Context: an optimization exercise on an open-source flow, tuned for a short achievable clock period and few clock cycles. The choices shown serve that exercise and are no tape-out recipe.
Function was checked by simulation only, so behaviour that the tests miss may differ from the original.

===== run.sh =====
#!/bin/bash
# synth_recipe.tcl (not shown) runs the flow's synth.tcl, then flattens the netlist and writes it again
# the make line also repeats each setting of config.mk as NAME=value (left out here)
make -C /OpenROAD-flow-scripts/flow DESIGN_CONFIG=/design/flow/config.mk WORK_HOME=/design/flow/orfs CLKGATE_MAP_FILE= SYNTH_SCRIPT=/design/flow/synth_recipe.tcl finish

===== config.mk =====
export PLATFORM = sky130hd
export DESIGN_NAME = ebvc_top
export DESIGN_NICKNAME = ebvc_top
export VERILOG_FILES = /design/flow/design.v
export SDC_FILE = /design/flow/constraint.sdc
export NUM_CORES = 4
export LEC_CHECK = 0
export ABC_CLOCK_PERIOD_IN_PS = 3500
export CAP_MARGIN = 20
export CORE_MARGIN = 2
export CORE_UTILIZATION = 50
export SETUP_SLACK_MARGIN = 5
export SLEW_MARGIN = 20

===== constraint.sdc =====
create_clock -name core_clock -period 9.0 [get_ports {clk}]
set_input_delay 1.8000 -clock core_clock [delete_from_list [all_inputs] [get_ports {clk}]]
set_output_delay 1.8000 -clock core_clock [all_outputs]
set_load 0.01 [all_outputs]

===== design.v =====
`default_nettype none
package ebvc_pkg;
	localparam int DATA_W    = 8;               
	localparam int ADDR_W    = 8;               
	localparam int MEM_DEPTH = 1 << ADDR_W;     
	typedef logic [DATA_W-1:0] byte_t;
	typedef logic [ADDR_W-1:0] addr_t;
	localparam int D_TWO   = 0;                 
	localparam int D_JMP   = 1;
	localparam int D_JC0   = 2;                 
	localparam int D_JC1   = 3;
	localparam int D_JINV  = 4;                 
	localparam int D_HLT   = 5;
	localparam int D_ST    = 6;
	localparam int D_OUT   = 7;
	localparam int D_SSEL  = 8;                 
	localparam int D_VMEM  = 12;                
	localparam int D_VIMM  = 13;                
	localparam int D_VSEL  = 14;                
	localparam int D_LD    = 17;                
	localparam int D_ADD   = 21;
	localparam int D_SUB   = 22;
	localparam int D_CMP   = 23;
	localparam int D_INZ   = 24;
	localparam int D_DEZ   = 25;
	localparam int D_CLZ   = 26;
	localparam int D_CLA   = 27;
	localparam int D_CLC   = 28;
	localparam int D_W     = 29;
	typedef logic [D_W-1:0] dec_t;
	function automatic logic [8:0] add8(input byte_t a, input byte_t b, input logic cin);
		logic [7:0] p, g, gg, pp, gn, pn;
		logic [8:0] c;
		p  = a ^ b;
		g  = a & b;
		gg = g;
		pp = p;
		for (int d = 1; d < 8; d = d * 2) begin
			gn = gg;
			pn = pp;
			for (int i = d; i < 8; i++) begin
				gn[i] = gg[i] | (pp[i] & gg[i-d]);
				pn[i] = pp[i] & pp[i-d];
			end
			gg = gn;
			pp = pn;
		end
		c[0] = cin;
		for (int i = 0; i < 8; i++) c[i+1] = gg[i] | (pp[i] & cin);
		add8 = {c[8], p ^ c[7:0]};
	endfunction
	function automatic logic gt8(input byte_t a, input byte_t b);
		logic [7:0] g, e;
		logic [3:0] g2, e2;
		logic [1:0] g4, e4;
		g = a & ~b;
		e = ~(a ^ b);
		for (int i = 0; i < 4; i++) begin
			g2[i] = g[2*i+1] | (e[2*i+1] & g[2*i]);
			e2[i] = e[2*i+1] & e[2*i];
		end
		for (int i = 0; i < 2; i++) begin
			g4[i] = g2[2*i+1] | (e2[2*i+1] & g2[2*i]);
			e4[i] = e2[2*i+1] & e2[2*i];
		end
		gt8 = g4[1] | (e4[1] & g4[0]);
	endfunction
	function automatic logic zsum8(input byte_t a, input byte_t b);
		zsum8 = !(a[0] ^ b[0]);
		for (int i = 1; i < 8; i++) zsum8 = zsum8 && ((a[i] ^ b[i]) == (a[i-1] | b[i-1]));
	endfunction
	function automatic logic two(input byte_t op);
		case (op)
			8'h01, 8'h02, 8'h03, 8'h09, 8'h0A, 8'h0B, 8'h11, 8'h12, 8'h13,
			8'h19, 8'h1A, 8'h1B, 8'h24, 8'h25, 8'h39, 8'h3A,
			8'h81, 8'h82, 8'h83, 8'h84, 8'h85, 8'hC1, 8'hC2: two = 1'b1;
			default: two = 1'b0;
		endcase
	endfunction
	function automatic logic taken(input byte_t op, input logic z, input logic c,
		input logic late);
		logic g;
		case (op[2:0])
			3'd1:    g = 1'b1;
			3'd2:    g = z && !late;
			3'd3:    g = !z && !late;
			3'd4:    g = c && !late;
			3'd5:    g = !c && !late;
			default: g = 1'b0;
		endcase
		taken = (op[7:3] == 5'b10000) && g;
	endfunction
	function automatic logic isjmp(input byte_t op);
		isjmp = (op[7:3] == 5'b10000) && (op[2:0] >= 3'd1) && (op[2:0] <= 3'd5);
	endfunction
	function automatic logic jtaken(input logic [2:0] op, input logic z, input logic c);
		case (op)
			3'd2:    jtaken = z;
			3'd3:    jtaken = !z;
			3'd4:    jtaken = c;
			3'd5:    jtaken = !c;
			default: jtaken = 1'b1;
		endcase
	endfunction
	function automatic dec_t decode(input byte_t op);
		dec_t d;
		d = '0;
		case (op)
			8'h01, 8'h09, 8'h11, 8'h19: begin    
				d[D_TWO] = 1'b1;
				d[D_VMEM] = 1'b1;
				d[D_LD + op[4:3]] = 1'b1;
			end
			8'h02, 8'h0A, 8'h12, 8'h1A: begin    
				d[D_TWO] = 1'b1;
				d[D_VIMM] = 1'b1;
				d[D_LD + op[4:3]] = 1'b1;
			end
			8'h03, 8'h0B, 8'h13, 8'h1B: begin    
				d[D_TWO] = 1'b1;
				d[D_ST] = 1'b1;
				d[D_SSEL + op[4:3]] = 1'b1;
			end
			8'h15: d[D_INZ] = 1'b1;
			8'h16: d[D_DEZ] = 1'b1;
			8'h17: d[D_CLZ] = 1'b1;
			8'h1C: d[D_CLA] = 1'b1;
			8'h21: begin d[D_ADD] = 1'b1; d[D_VSEL + 0] = 1'b1; end
			8'h22: begin d[D_ADD] = 1'b1; d[D_VSEL + 1] = 1'b1; end
			8'h23: begin d[D_ADD] = 1'b1; d[D_VSEL + 2] = 1'b1; end
			8'h24: begin d[D_ADD] = 1'b1; d[D_TWO] = 1'b1; d[D_VMEM] = 1'b1; end
			8'h25: begin d[D_ADD] = 1'b1; d[D_TWO] = 1'b1; d[D_VIMM] = 1'b1; end
			8'h36: begin d[D_SUB] = 1'b1; d[D_VSEL + 0] = 1'b1; end
			8'h37: begin d[D_SUB] = 1'b1; d[D_VSEL + 1] = 1'b1; end
			8'h38: begin d[D_SUB] = 1'b1; d[D_VSEL + 2] = 1'b1; end
			8'h39: begin d[D_SUB] = 1'b1; d[D_TWO] = 1'b1; d[D_VMEM] = 1'b1; end
			8'h3A: begin d[D_SUB] = 1'b1; d[D_TWO] = 1'b1; d[D_VIMM] = 1'b1; end
			8'hC3: begin d[D_CMP] = 1'b1; d[D_VSEL + 0] = 1'b1; end
			8'hC4: begin d[D_CMP] = 1'b1; d[D_VSEL + 1] = 1'b1; end
			8'hC5: begin d[D_CMP] = 1'b1; d[D_VSEL + 2] = 1'b1; end
			8'hC1: begin d[D_CMP] = 1'b1; d[D_TWO] = 1'b1; d[D_VMEM] = 1'b1; end
			8'hC2: begin d[D_CMP] = 1'b1; d[D_TWO] = 1'b1; d[D_VIMM] = 1'b1; end
			8'hC6: d[D_CLC] = 1'b1;
			8'h81: begin d[D_TWO] = 1'b1; d[D_JMP] = 1'b1; end
			8'h82: begin d[D_TWO] = 1'b1; d[D_JMP] = 1'b1; d[D_JC0] = 1'b1; end
			8'h83: begin d[D_TWO] = 1'b1; d[D_JMP] = 1'b1; d[D_JC0] = 1'b1; d[D_JINV] = 1'b1; end
			8'h84: begin d[D_TWO] = 1'b1; d[D_JMP] = 1'b1; d[D_JC1] = 1'b1; end
			8'h85: begin d[D_TWO] = 1'b1; d[D_JMP] = 1'b1; d[D_JC1] = 1'b1; d[D_JINV] = 1'b1; end
			8'hF9: d[D_OUT] = 1'b1;              
			8'hFA: begin d[D_OUT] = 1'b1; d[D_SSEL + 0] = 1'b1; end
			8'hFB: begin d[D_OUT] = 1'b1; d[D_SSEL + 1] = 1'b1; end
			8'hFC: begin d[D_OUT] = 1'b1; d[D_SSEL + 2] = 1'b1; end
			8'hFD: begin d[D_OUT] = 1'b1; d[D_SSEL + 3] = 1'b1; end
			8'hFF: d[D_HLT] = 1'b1;
			default: ;                             
		endcase
		decode = d;
	endfunction
endpackage
`default_nettype wire
`timescale 1ns/1ps
`default_nettype none
module ebvc_mem (
	input  logic            clk,
	input  ebvc_pkg::addr_t ra0,            
	output ebvc_pkg::byte_t rd0,
	output logic [1:0]      pd0,            
	input  ebvc_pkg::addr_t ra1,            
	output ebvc_pkg::byte_t rd1,
	input  ebvc_pkg::addr_t ra2,            
	output ebvc_pkg::byte_t rd2,
	input  logic            we,
	input  ebvc_pkg::byte_t wd,
	input  logic [1:0]      pwd             
);
	ebvc_pkg::byte_t mem [ebvc_pkg::MEM_DEPTH];
	logic [1:0]      pmem [ebvc_pkg::MEM_DEPTH];
	always_ff @(posedge clk) begin
		if (we) begin
			mem[ra2]  <= wd;
			pmem[ra2] <= pwd;
		end
	end
	assign rd0 = mem[ra0];
	assign pd0 = pmem[ra0];
	assign rd1 = mem[ra1];
	assign rd2 = mem[ra2];
endmodule
`default_nettype wire
`timescale 1ns/1ps
`default_nettype none
module ebvc_top (
	input  logic            clk,
	input  logic            rst_n,
	input  logic            run,             
	input  logic            host_req,
	input  logic            host_we,
	input  ebvc_pkg::addr_t host_addr,
	input  ebvc_pkg::byte_t host_wdata,
	output logic            host_ack,
	output ebvc_pkg::byte_t host_rdata,
	output logic            busy,
	output ebvc_pkg::byte_t port_a,
	output logic            port_strobe
);
	localparam int N = ebvc_pkg::MEM_DEPTH;
	logic [7:0]   pc;             
	logic [7:0]   pc1;            
	logic [7:0]   f_opr1;         
	logic         f_two;
	logic [7:0]   f_op_raw, f_opr_raw;
	logic [1:0]   f_pd_raw;       
	logic [1:0]   st_pd;          
	logic [7:0]   f_op;           
	logic [7:0]   f_opr;          
	logic         fw0, fw1;       
	logic         f_taken;
	logic         h_pend;         
	ebvc_pkg::dec_t         f_d;
	ebvc_pkg::dec_t         e_d;
	logic [7:0]   e_opr;          
	logic         e_memf;         
	logic         e_wait;         
	logic         e_ph2;          
	logic [7:0]   m_q;            
	logic [7:0] rx, ry, rz, ra;
	logic       cf, zf;
	logic [7:0] m_rd;             
	logic [7:0] vr;               
	logic [7:0] v;                
	logic [8:0] sum_r, dif_r;     
	logic [7:0] ra_r;             
	logic       h_we;             
	logic [7:0] h_wd;
	logic       c_br, z_br;       
	logic [7:0] st_data;
	logic       mem_we;
	logic [7:0] mem_wd;
	ebvc_mem u_mem (
		.clk  (clk),
		.ra0  (pc),
		.rd0  (f_op_raw),
		.pd0  (f_pd_raw),
		.ra1  (pc1),
		.rd1  (f_opr_raw),
		.ra2  (e_opr),
		.rd2  (m_rd),
		.we   (mem_we),
		.wd   (mem_wd),
		.pwd  ({ebvc_pkg::two(mem_wd), ebvc_pkg::isjmp(mem_wd)})
	);
	assign st_data = ({8{e_d[ebvc_pkg::D_SSEL + 0]}} & rx) | ({8{e_d[ebvc_pkg::D_SSEL + 1]}} & ry) |
		({8{e_d[ebvc_pkg::D_SSEL + 2]}} & rz) | ({8{e_d[ebvc_pkg::D_SSEL + 3]}} & ra);
	assign fw0     = e_d[ebvc_pkg::D_ST] && (e_opr == pc);
	assign fw1     = e_d[ebvc_pkg::D_ST] && (e_opr == pc1);
	assign f_op    = fw0 ? st_data : f_op_raw;
	assign f_opr   = fw1 ? st_data : f_opr_raw;
	assign f_opr1  = fw1 ? st_data + 8'd1 : f_opr_raw + 8'd1;
	assign mem_we = e_d[ebvc_pkg::D_ST] || (h_pend && h_we);
	assign mem_wd = busy ? st_data : h_wd;
	assign e_memf = e_d[ebvc_pkg::D_VMEM] &&
		(e_d[ebvc_pkg::D_ADD] || e_d[ebvc_pkg::D_SUB] || e_d[ebvc_pkg::D_CMP]);
	assign e_wait = e_memf && !e_ph2;
	assign vr = ({8{e_d[ebvc_pkg::D_VIMM]}} & e_opr) | ({8{e_d[ebvc_pkg::D_VSEL + 0]}} & rx) |
		({8{e_d[ebvc_pkg::D_VSEL + 1]}} & ry) | ({8{e_d[ebvc_pkg::D_VSEL + 2]}} & rz) |
		({8{e_memf}} & m_q);
	assign v     = (e_d[ebvc_pkg::D_VMEM] && !e_memf) ? m_rd : vr;
	assign sum_r = ebvc_pkg::add8(ra, vr, 1'b0);
	assign dif_r = ebvc_pkg::add8(ra, ~vr, 1'b1);
	always_comb begin
		logic [39:0] src;               
		logic [4:0] sel, gt, gn, eq, zs;
		logic       c_add, c_sub, eqv, zsv;
		src = {m_q, rz, ry, rx, e_opr};
		sel = {e_memf, e_d[ebvc_pkg::D_VSEL + 2], e_d[ebvc_pkg::D_VSEL + 1],
			e_d[ebvc_pkg::D_VSEL + 0], e_d[ebvc_pkg::D_VIMM]};
		for (int k = 0; k < 5; k++) begin
			gt[k] = ebvc_pkg::gt8(src[8*k +: 8], ra);
			gn[k] = ebvc_pkg::gt8(src[8*k +: 8], ~ra);
			eq[k] = (src[8*k +: 8] == ra);
			zs[k] = ebvc_pkg::zsum8(ra, src[8*k +: 8]);
		end
		c_add = |(sel & gn);
		c_sub = |(sel & gt);
		eqv   = |(sel & eq);
		zsv   = |(sel & zs);
		c_br = cf;
		z_br = zf;
		if (e_d[ebvc_pkg::D_ADD])      begin c_br = c_add;       z_br = zsv; end
		else if (e_d[ebvc_pkg::D_SUB]) begin c_br = c_sub;       z_br = eqv; end
		else if (e_d[ebvc_pkg::D_CMP]) begin c_br = c_sub | eqv; z_br = eqv; end
		else if (e_d[ebvc_pkg::D_CLA]) begin c_br = 1'b0;        z_br = 1'b0; end
		else if (e_d[ebvc_pkg::D_CLC]) begin c_br = 1'b0; end
		if (!busy) begin
			c_br = 1'b0;                      
			z_br = 1'b0;
		end
	end
	always_comb begin
		ra_r = ra;
		if (e_d[ebvc_pkg::D_LD + 3]) ra_r = vr;
		if (e_d[ebvc_pkg::D_ADD])    ra_r = sum_r[7:0];
		if (e_d[ebvc_pkg::D_SUB])    ra_r = dif_r[7:0];
		if (e_d[ebvc_pkg::D_CLA])    ra_r = 8'd0;
		if (e_d[ebvc_pkg::D_LD + 3] && e_d[ebvc_pkg::D_VMEM]) ra_r = m_rd;
	end
	assign f_d     = ebvc_pkg::decode(f_op);
	assign st_pd   = {ebvc_pkg::two(st_data), ebvc_pkg::isjmp(st_data)};
	assign f_taken = (fw0 ? st_pd[0] : f_pd_raw[0]) &&
		ebvc_pkg::jtaken(f_op[2:0], z_br, c_br);
	assign f_two   = fw0 ? st_pd[1] : f_pd_raw[1];
	always_ff @(posedge clk) begin
		if (!rst_n) begin
			busy  <= 1'b0;
			pc    <= 8'd0;
			pc1   <= 8'd1;
			e_d   <= '0;
		end else if (busy ? e_d[ebvc_pkg::D_HLT] : !run) begin
			e_d   <= '0;
			busy  <= 1'b0;
			pc    <= 8'd0;
			pc1   <= 8'd1;
		end else if (!(busy && e_wait)) begin
			busy <= 1'b1;
			e_d  <= f_d;
			if (f_taken) begin
				pc    <= f_opr;
				pc1   <= f_opr1;
			end else if (f_two) begin
				pc    <= pc + 8'd2;
				pc1   <= pc1 + 8'd2;
			end else begin
				pc    <= pc1;
				pc1   <= pc1 + 8'd1;
			end
		end
	end
	always_ff @(posedge clk) begin
		if (busy) begin
			if (!e_wait) e_opr <= f_opr;
		end else if (run) begin
			e_opr <= f_opr;
		end else begin
			e_opr <= host_addr;
		end
	end
	always_ff @(posedge clk) begin
		if (!rst_n) begin
			e_ph2 <= 1'b0;
		end else begin
			e_ph2 <= busy && e_wait;
		end
		m_q <= m_rd;
	end
	always_ff @(posedge clk) begin
		if (!rst_n) begin
			h_pend   <= 1'b0;
			host_ack <= 1'b0;
		end else begin
			h_pend <= !busy && !run && host_req && !host_ack && !h_pend;
			if (h_pend) begin
				host_ack <= 1'b1;
			end else if (host_ack && !host_req) begin
				host_ack <= 1'b0;
			end
		end
	end
	always_ff @(posedge clk) begin
		if (h_pend) begin
			host_rdata <= m_rd;
		end
		h_we <= host_we;
		h_wd <= host_wdata;
	end
	always_ff @(posedge clk) begin
		if (!rst_n) begin
			rx <= 8'd0;
			ry <= 8'd0;
			rz <= 8'd0;
			ra <= 8'd0;
			cf <= 1'b0;
			zf <= 1'b0;
		end else if (!busy) begin
			if (run) begin
				rx <= 8'd0;
				ry <= 8'd0;
				rz <= 8'd0;
				ra <= 8'd0;
				cf <= 1'b0;
				zf <= 1'b0;
			end
		end else if (!e_wait) begin
			cf <= c_br;
			zf <= z_br;
			if (e_d[ebvc_pkg::D_LD + 0]) rx <= v;
			if (e_d[ebvc_pkg::D_LD + 1]) ry <= v;
			if (e_d[ebvc_pkg::D_LD + 2]) rz <= v;
			ra <= ra_r;
			if (e_d[ebvc_pkg::D_INZ]) rz <= rz + 8'd1;
			if (e_d[ebvc_pkg::D_DEZ]) rz <= rz - 8'd1;
			if (e_d[ebvc_pkg::D_CLZ]) rz <= 8'd0;
		end
	end
	always_ff @(posedge clk) begin
		if (!rst_n) begin
			port_strobe <= 1'b0;
			port_a      <= 8'd0;
		end else begin
			port_strobe <= e_d[ebvc_pkg::D_OUT];
			if (e_d[ebvc_pkg::D_OUT]) begin
				port_a <= st_data;        
			end
		end
	end
endmodule
`default_nettype wire

==> results.json <==
{
  "drc": 0,
  "holdPathEnd": "e_d[17]$_SDFFE_PP0N_",
  "n_fill_cell": 20600,
  "initial_utilization": 0.503,
  "dpl.hpwl_um": 414000,
  "clk_pin_slew_ns": 0.06,
  "seqCellArea_sq_um": 80000,
  "finalCritPeriodShare": 0.523,
  "yosys.cell_types.count": 96,
  "setup_tns_ns": 0,
  "pre_cts_ws_ns": 2.31,
  "fin_skew_ns": 0.0565,
  "worstMarginPinSlew_ns": 1.32,
  "ir_drop_uv": 247,
  "met1_usage": 0.550,
  "multi_input_area_sq_um": 61800,
  "syn_to_final_growth_pct": 18.6,
  "sw_frac_of_total": 0.420,
  "setup_slack_ns": 4.30,
  "path_cells": "buf_4 > nand2_1 > a21oi_2 > a221o_1 > a2111oi_4 > buf_6 > a311oi_4 > buf_6 > o21a_1 > nand2_1 > or3_4 > nor3b_1 > a311o_1",
  "ant_nets": 0,
  "grt_antenna_before_repair": 84,
  "synth-seq-cells": 2704,
  "io_buffers": 39,
  "core_area_sq_um": 283000,
  "grt_use_met2": 0.617,
  "root_buffer": "clkbuf_16",
  "grt-ovfl-total": 0,
  "arrival_ns": 5.56,
  "report.final.hold_viol_count": 0,
  "layout_min_cycle_time_ns": 4.70,
  "clockPowerShare": 0.223,
  "die_width_um": 537,
  "critPathMaxFanout": 11,
  "synth_ff_type": "edfxtp_1",
  "worstSetupStartpointType": "flip-flop",
  "power.share.combinational": 0.526,
  "rsz0062_at_grt": "yes",
  "holdPathStages": 2,
  "die_area_sq_um": 289000,
  "fp.dieH_um": 537,
  "grtUsageTotal": 0.454,
  "drtIter0Drc": 21400,
  "p_int_mw": 33.7,
  "postLayoutCoreUtil": 0.597,
  "clkLatencyLatePin_ns": 0.98,
  "synth_cells": 7903,
  "grt_max_degree": 181,
  "rrSetupSlack_ns": 4.30,
  "cts_buffers": 302,
  "critPathBufInv": 3,
  "layout.nets": 8547,
  "ys_seq_area_frac": 0.562,
  "synth_edf_count": 2576,
  "r2r_end": "pc1[7]$_SDFFE_PP0N_",
  "io-pin-count": 40,
  "grt_pass1_vias": 92600,
  "power_switching_mw": 24.4,
  "grt_pass1_wl_um": 865000,
  "min_from": "e_d[17]$_SDFFE_PP0N_",
  "max-cap-violations": 0,
  "setup_viol": 0,
  "p_total_mw": 58.1,
  "worstPathRequired_ns": 9.86,
  "clock_sinks": 2704,
  "avgSynthCellArea_sq_um": 18.0,
  "dr.pass1.iters": 12,
  "async_reset_ff_frac": 0,
  "synth_fp_nets": 8061,
  "whs_ns": 0.456,
  "maxSlewViolCount": 0,
  "busiest_layer": "met2",
  "place_congestion": 1.10,
  "route.final.wire_length_um": 666000,
  "syn_area_sq_um": 142000,
  "htree_levels": 5,
  "p_seq_frac": 0.251,
  "max_freq_ghz": 0.213,
  "wl_per_cell_um": 53.5,
  "powerDensity_nw_per_um2": 345,
  "postCtsHoldBufs": 0,
  "num_rows": 195,
  "outcome": "complete, no violations",
  "end_kind": "flip-flop",
  "p_leak_nw": 52.7,
  "reg2reg_depth": 13,
  "slowest_stage": "dfxtp_1",
  "critPathMaxStageDelay_ns": 0.68,
  "drive_gt1_frac": 0.440,
  "crit_type": "flip-flop to flip-flop",
  "path_delay_family": "compound AO/OA/AOI/OAI gates",
  "min_path_type": "flip-flop to flip-flop",
  "vias": 102000,
  "clk_path_buf_depth": 4,
  "met3_usage": 0.229,
  "vias_per_cell": 8.17,
  "cts_tree": "yes",
  "slew_headroom": 0.121,
  "synth.yosys.warnings": 2
}
[worst max path at each step]
stage,start,to,slack [ns],cells past startpoint
2_1_floorplan,e_d[9]$_SDFFE_PP0N_,u_mem.pmem[0][0]$_DFFE_PP_,-7.52,7
3_3_place_gp,flip-flop,e_d[15]$_SDFFE_PP0N_,2.00,13
3_5_place_dp,flip-flop,e_d[15]$_SDFFE_PP0N_,2.31,13
4_1_cts,flip-flop,e_d[15]$_SDFFE_PP0N_,4.53,14
5_1_grt,flip-flop,flip-flop,4.44,18
6_report,flip-flop,pc1[7]$_SDFFE_PP0N_,4.30,13
[cell usage after synthesis (107+ instances only)]
cell / instances / share of area
a21oi_1: 195 / 0.0069
a22oi_1: 270 / 0.014
buf_2: 186 / 0.0065
clkbuf_1: 308 / 0.0081
dfxtp_1: 128 / 0.018
edfxtp_1: 2576 / 0.54
ha_1: 136 / 0.012
mux2i_1: 280 / 0.020
mux4_2: 1812 / 0.29
nand2_1: 234 / 0.0062
nand3_1: 107 / 0.0038
nor2_1: 415 / 0.011
[kinds of logic (layout without fill, tap and decap cells)]
kind of cell             after synthesis  after routing  share of synthesized area
flip-flops                          2704           2704                      0.562
multiplexers                        2134           2134                      0.310
AND/OR/NAND/NOR                     1102           1104                     0.0364
AO/OA/AOI/OAI                        967            969                     0.0478
buffers and inverters                768           1495                     0.0257
adder cells (fa/ha/maj)              137            137                     0.0121
XOR/XNOR                              91             91                    0.00561
other                                  0             66                          0
[worst reg2reg max path: cells and delay by family (launching register included)]
family | cells | cell delay (ns)
AO/OA/AOI/OAI | 6 | 1.79
flip-flops | 1 | 0.68
buffers and inverters | 3 | 0.92
AND/OR/NAND/NOR | 4 | 1.19
[registers in the layout, indices dropped and copies added (netlist names), named ones only]
signal / cells
u_mem.mem: 2048
u_mem.pmem: 512
e_d: 24
e_opr: 8
h_wd: 8
host_rdata: 8
m_q: 8
pc1: 8
pc: 8
port_a: 8
ra: 8
rx: 8
ry: 8
rz: 8
busy: 1
cf: 1
e_ph2: 1
h_pend: 1
h_we: 1
host_ack: 1
port_strobe: 1
zf: 1
[power groups by stage]
stage | registers, mW | clock network [mW] | logic [mW]
after floorplan | 14.6 | 0 | 13.2
after global placement | 15.1 | 0 | 22.3
after detailed placement | 15.1 | 0 | 22.3
after CTS | 14.6 | 12.9 | 26.8
after global routing | 14.6 | 13.4 | 29.8
final | 14.6 | 13.0 | 30.6
[routing by layer]
metal	routed length (um)	vias to the layer above
met5	1660	-
met4	64100	88
met3	115000	2777
met2	273000	10800
met1	212000	52800
li1	-	35200
[what timing repair did]
action | in CTS | in global routing
setup buffers | 207 | 163
endpoints found under the setup margin | 1251 | 668
gates cloned | 77 | 19
pin swaps | 40 | 108
gates resized for setup | 574 | 288
[metrics by stage]
step	area (sq um)	std cells
final	169000	12400
after detailed placement	148000	11400
after floorplan	142000	7903
after CTS	165000	12200
after global routing	168000	12400
after global placement	148000	11400
[layout make-up]
cell class              count  share of cell area
multi-input cells        4435               0.367
diodes                     66            0.000980
repair buffers            841              0.0670
inverters                 105             0.00275
clock inverters           199              0.0135
well taps                3743              0.0278
clock buffers             350              0.0466
flip-flops and latches   2704               0.475
[layout by cell type, fill, tap and decap left out, types with 37 or more instances in the layout]
master and instances:
edfxtp_1 2576, mux4_2 1812, buf_4 445, clkbuf_16 324, mux2i_1 253, nand2_1 221
nor2_2 221, a22oi_1 208, nor2_1 161, a21oi_1 141, ha_1 136, buf_12 106
nand3_1 94, buf_16 93, dfxtp_1 92, inv_1 87, o21ai_0 86, buf_6 82
xnor2_1 70, diode_2 66, a22oi_2 62, clkinv_2 61, nor3_1 49, clkinv_1 48
nor2b_1 48, nand4_1 44, clkbuf_1 41, a22o_1 40, clkdlybuf4s50_1 39, bufinv_16 37
bufbuf_16 37
Testbench counts, summed over its fixed seeds: cycles 16,543.

==> re-timing with driven ports <==
The results above use ideal ports. As a check the final layout listed here was re-extracted and re-timed, cells and wires unchanged. Step 1 sets driving cells, clkbuf_16 on the clock port and buf_2 on the other inputs (assumed; they add their load-dependent delay and slew). Step 2 adds t to the input delays and takes it off the output delays; t is the mean of the earliest and latest rising clock arrival at the registers after step 1. Input paths then give back, and output paths get back, about the clock's delay inside the block. a / b / c = no drivers / after step 1 / after step 2; a / b = the first two.
shift t [ns]: 1.070
setup slack, ns: 4.297 / 4.297 / 4.297
worst hold slack (ns): 0.456 / 0.456 / 0.456
clock arrival spread, ns: 0.079 / 0.079
pins driven straight from the clock port: 1
After both steps this run still meets setup and hold. For this run, drivers alone change the setup slack by 0.000 ns; drivers and shift together by 0.000 ns.
